Background: an optimization exercise with open tools, aiming at small area. Do not read the settings as production practice.
In this exercise RTL edits were held to simulation tests only and were not proved equivalent to the original.
Power figures rest on the tool's default switching activity, not on a simulated workload.

## 05-23
// ascon_encrypt_1block
module ascon_encrypt_1block
(
    input  logic              clk,
    input  logic              reset,
    input  logic              start,
    input  ascon_pkg::block_t key,
    input  ascon_pkg::block_t nonce,
    input  ascon_pkg::block_t ad,
    input  ascon_pkg::block_t pt,
    output ascon_pkg::block_t c,
    output ascon_pkg::block_t t,
    output logic              busy,
    output logic              done
);
clock: 8.0 ns
lec_check: 0
cap_margin: 20
core_margin: 2
core_utilization: 40
slew_margin: 20
standard.sh (not shown) runs the stock make flow with config.mk's settings and CLKGATE_MAP_FILE= SYNTH_SCRIPT=/design/flow/synth_recipe.tcl, a recipe that flattens the netlist after the stock synthesis.
==> flow/flow/run.sh <==
#!/bin/bash
# Layout flow: the standard synthesis, then the combinational logic
# between the registers is mapped again with a stronger ABC script (the
# registers, their names and cell types stay as the standard synthesis made
# them), then the standard ORFS steps from floorplan to finish, with
# minimum-size port buffers and a lighter clock tree. Each tool's output
# goes to a log file in this folder.
set -euo pipefail

export BUFFER_PORTS_ARGS="-buffer_cell sky130_fd_sc_hd__buf_1"
export CTS_ARGS="-sink_clustering_enable -repair_clock_nets -dont_use_dummy_load -buf_list sky130_fd_sc_hd__clkbuf_4 -sink_clustering_size 8 -sink_clustering_max_diameter 50"

WORK=$(pwd)
RES=$WORK/orfs/results/$FLOW_PLATFORM/ascon_encrypt_1block/base
LIB=$FLOW_HOME/platforms/$FLOW_PLATFORM/lib/sky130_fd_sc_hd__tt_025C_1v80.lib
YOSYS=$FLOW_HOME/../tools/install/yosys/bin/yosys

# 1. Standard synthesis
bash standard.sh synth > standard_synth.log 2>&1
cp $RES/1_2_yosys.v $WORK/std_1_2_yosys.v

# 2. Map the combinational logic again; flip-flop instances are kept whole
DU=""
for c in sky130_fd_sc_hd__probe_p_8 sky130_fd_sc_hd__probec_p_8 sky130_fd_sc_hd__lpflow_bleeder_1 sky130_fd_sc_hd__lpflow_clkbufkapwr_1 sky130_fd_sc_hd__lpflow_clkbufkapwr_16 sky130_fd_sc_hd__lpflow_clkbufkapwr_2 sky130_fd_sc_hd__lpflow_clkbufkapwr_4 sky130_fd_sc_hd__lpflow_clkbufkapwr_8 sky130_fd_sc_hd__lpflow_clkinvkapwr_1 sky130_fd_sc_hd__lpflow_clkinvkapwr_16 sky130_fd_sc_hd__lpflow_clkinvkapwr_2 sky130_fd_sc_hd__lpflow_clkinvkapwr_4 sky130_fd_sc_hd__lpflow_clkinvkapwr_8 sky130_fd_sc_hd__lpflow_decapkapwr_12 sky130_fd_sc_hd__lpflow_decapkapwr_3 sky130_fd_sc_hd__lpflow_decapkapwr_4 sky130_fd_sc_hd__lpflow_decapkapwr_6 sky130_fd_sc_hd__lpflow_decapkapwr_8 sky130_fd_sc_hd__lpflow_inputiso0n_1 sky130_fd_sc_hd__lpflow_inputiso0p_1 sky130_fd_sc_hd__lpflow_inputiso1n_1 sky130_fd_sc_hd__lpflow_inputiso1p_1 sky130_fd_sc_hd__lpflow_inputisolatch_1 sky130_fd_sc_hd__lpflow_isobufsrc_1 sky130_fd_sc_hd__lpflow_isobufsrc_16 sky130_fd_sc_hd__lpflow_isobufsrc_2 sky130_fd_sc_hd__lpflow_isobufsrc_4 sky130_fd_sc_hd__lpflow_isobufsrc_8 sky130_fd_sc_hd__lpflow_isobufsrckapwr_16 sky130_fd_sc_hd__lpflow_lsbuf_lh_hl_isowell_tap_1 sky130_fd_sc_hd__lpflow_lsbuf_lh_hl_isowell_tap_2 sky130_fd_sc_hd__lpflow_lsbuf_lh_hl_isowell_tap_4 sky130_fd_sc_hd__lpflow_lsbuf_lh_isowell_4 sky130_fd_sc_hd__lpflow_lsbuf_lh_isowell_tap_1 sky130_fd_sc_hd__lpflow_lsbuf_lh_isowell_tap_2 sky130_fd_sc_hd__lpflow_lsbuf_lh_isowell_tap_4 ; do DU="$DU -dont_use $c"; done
printf 'set_driving_cell sky130_fd_sc_hd__buf_1\nset_load 5\n' > $WORK/remap.constr
sed "s|@LIB@|$LIB|g; s|@IN@|$WORK/std_1_2_yosys.v|g; s|@OUT@|$WORK/remap_1_2_yosys.v|g; s|@ABC@|$WORK/flow/remap.abc|g; s|@CONSTR@|$WORK/remap.constr|g; s|@DU@|$DU|g" \
    flow/remap.ys > $WORK/remap_run.ys
$YOSYS -s $WORK/remap_run.ys > remap.log 2>&1
cp $WORK/remap_1_2_yosys.v $RES/1_2_yosys.v
rm -f $RES/1_synth.odb $RES/1_synth.sdc

# 3. Floorplan to finish on the remapped netlist
bash standard.sh > standard_flow.log 2>&1
Other scripts of this flow, unchanged in this note and not shown: flow/flow/remap.abc, flow/flow/remap.ys
05-23 went all the way through synthesis, placement and routing and the layout is clean on timing, DRC and antenna.
What 11-17 does differently from 05-23 at the input level:
diff --git a/flow/design.v b/flow/design.v
--- a/flow/design.v
+++ b/flow/design.v
@@ -316,36 +316,29 @@
             end
             else if ((q == QW'(NQ - 1)) && (r == 6'd40))
             begin
                 busy_q <= 1'b0;
                 idle_q <= 1'b1;
                 done_q <= 1'b1;
             end
         end
     end
     logic [5:0] a;
-    if (64 % CW == 0)
-    begin : g_a_q
-        assign a = 6'(CW * q);
-    end
-    else
-    begin : g_a_reg
-        always_ff @(posedge clk)
+    always_ff @(posedge clk)
+    begin
+        if (idle_q)
         begin
-            if (idle_q)
-            begin
-                a <= '0;
-            end
-            else
-            begin
-                a <= a + 6'(CW);
-            end
+            a <= '0;
+        end
+        else
+        begin
+            a <= a + 6'(CW);
         end
     end
     always_ff @(posedge clk)
     begin
         if (idle_q)
         begin
             q <= '0;
             r <= '0;
         end
         else
@@ -372,40 +365,38 @@
     );
         ld = ({64{bsy}} | in) & ({64{idl}} | sh);
     endfunction
     localparam int G = CW & -CW;
     function automatic logic [63:0] pol_mask();
         for (int p = 0; p < 64; p++)
             pol_mask[p] = ((p / G) % 2) == 1;
     endfunction
     localparam logic [63:0] POL = pol_mask();
     logic [63:0] R [0:4];                  
-    logic [63:0] R1s, R2s;                 
     logic [63:0] KHs, KLs, AHs, ALs;
     logic [63:0] KH, KL, AH, AL;           
     logic [63:0] PH, PL;                   
-    logic [CW-1:0] wr [0:4];               
-    logic [CW-1:0] x  [0:4];               
+    logic [CW-1:0] wr [0:4];                 
+    logic [CW-1:0] x  [0:4];
     logic [CW-1:0] pw [0:1];               
-    assign R[1] = R1s ^ POL;
-    assign R[2] = R2s ^ POL;
     assign KH = KHs ^ POL;
     assign KL = KLs ^ POL;
     assign AH = AHs ^ POL;
     assign AL = ALs ^ POL;
     always_ff @(posedge clk)
     begin
-        R[0] <= {wr[0], R[0][63:CW]};
-        R1s  <= ld(nonce[127:64], {wr[1], R[1][63:CW]}, busy_q, idle_q) ^ POL;
-        R2s  <= ld(nonce[63:0],   {wr[2], R[2][63:CW]}, busy_q, idle_q) ^ POL;
-        R[3] <= {wr[3], R[3][63:CW]};
-        R[4] <= {wr[4], R[4][63:CW]};
+        for (int l = 0; l < 3; l++)
+        begin
+            R[l] <= {wr[l], R[l][63:CW]};
+        end
+        R[3] <= ld(nonce[127:64], {wr[3], R[3][63:CW]}, busy_q, idle_q);
+        R[4] <= ld(nonce[63:0],   {wr[4], R[4][63:CW]}, busy_q, idle_q);
         KHs  <= ld(key[127:64], {KH[CW-1:0], KH[63:CW]}, busy_q, idle_q) ^ POL;
         KLs  <= ld(key[63:0],   {KL[CW-1:0], KL[63:CW]}, busy_q, idle_q) ^ POL;
         AHs  <= ld(ad[127:64],  {AH[CW-1:0], AH[63:CW]}, busy_q, idle_q) ^ POL;
         ALs  <= ld(ad[63:0],    {AL[CW-1:0], AL[63:CW]}, busy_q, idle_q) ^ POL;
         PH   <= ld(pt[127:64], {pw[0], PH[63:CW]}, busy_q, idle_q);
         PL   <= ld(pt[63:0],   {pw[1], PL[63:CW]}, busy_q, idle_q);
     end
     logic [27:0] S0;
     logic [5:0]  S2;
     logic [16:0] S3;
@@ -517,22 +508,22 @@
     endfunction
     for (genvar u = 0; u < CW; u++)
     begin : g_col
         always_comb
         begin
             if (pass0)
             begin
                 x[0][u] = IV[a + 6'(u)];
                 x[1][u] = KH[u];
                 x[2][u] = KL[u];
-                x[3][u] = R[1][u];
-                x[4][u] = R[2][u];
+                x[3][u] = R[3][u];
+                x[4][u] = R[4][u];
             end
             else
             begin
                 x[0][u] = l[0][u] ^ (inj_a & AH[u]) ^ (inj_p & PH[u]);
                 x[1][u] = l[1][u] ^ (inj_a & AL[u]) ^ (inj_p & PL[u]);
                 x[2][u] = l[2][u] ^ (inj_k & KH[u]);
                 x[3][u] = l[3][u] ^ ((inj_a | fin) & KH[u]) ^ (inj_k & KL[u]);
                 x[4][u] = l[4][u] ^ ((inj_a | fin) & KL[u])
                         ^ (inj_p & (a + 6'(u) == 6'd0));
             end
Notes after the runs:
Share of cell area taken by flip-flops and latches in 11-17 is 0.24 points above 05-23. For maximum VDD drop, dividing the value from 05-23 by the value from 11-17 gives 0.876. Relative to 05-23, net count of the mapped netlist has decreased by 120 in 11-17. When 11-17 is set beside 05-23, its total number of sequential cells turns out to be 3 larger. In the metrics for 05-23 and 11-17, the one carrying the lower leakage power of the design is 05-23. The internal power component in 11-17 sits about 5% below the value recorded for 05-23. 11-17 — largest driver fanout on the critical path 1 lower, 05-23 as reference. Clock network fraction of total power delta for 11-17 relative to 05-23: 2.4 points higher.

==> port drivers added, routing unchanged <==
The flow's constraints put no driver on any port. The routed layouts listed below were extracted and timed again, unchanged, in two steps. Step 1: set_driving_cell puts a clkbuf_16 on clk and a buf_2 on each other input, an assumption about the parent block. Step 2, shift: input delay + t, output delay - t, t = (earliest + latest rising clock arrival at the registers) / 2. This alone moves slack from input paths to output paths. Three values: ideal ports, drivers, drivers and shift; two values: the first two.
| run | t (ns) | setup WS [ns] | hold WS [ns] | clock arrival spread, ns | worst register clock-pin slew, ns |
|---|---|---|---|---|---|
| 05-23 | 0.910 | 3.714 / 3.714 / 3.714 | 0.268 / 0.268 / 0.268 | 0.098 / 0.098 | 0.10 / 0.10 |
| 11-17 | 0.900 | 3.978 / 3.978 / 3.978 | 0.275 / 0.275 / 0.275 | 0.133 / 0.133 | 0.11 / 0.11 |
After both steps every run listed still meets setup and hold.
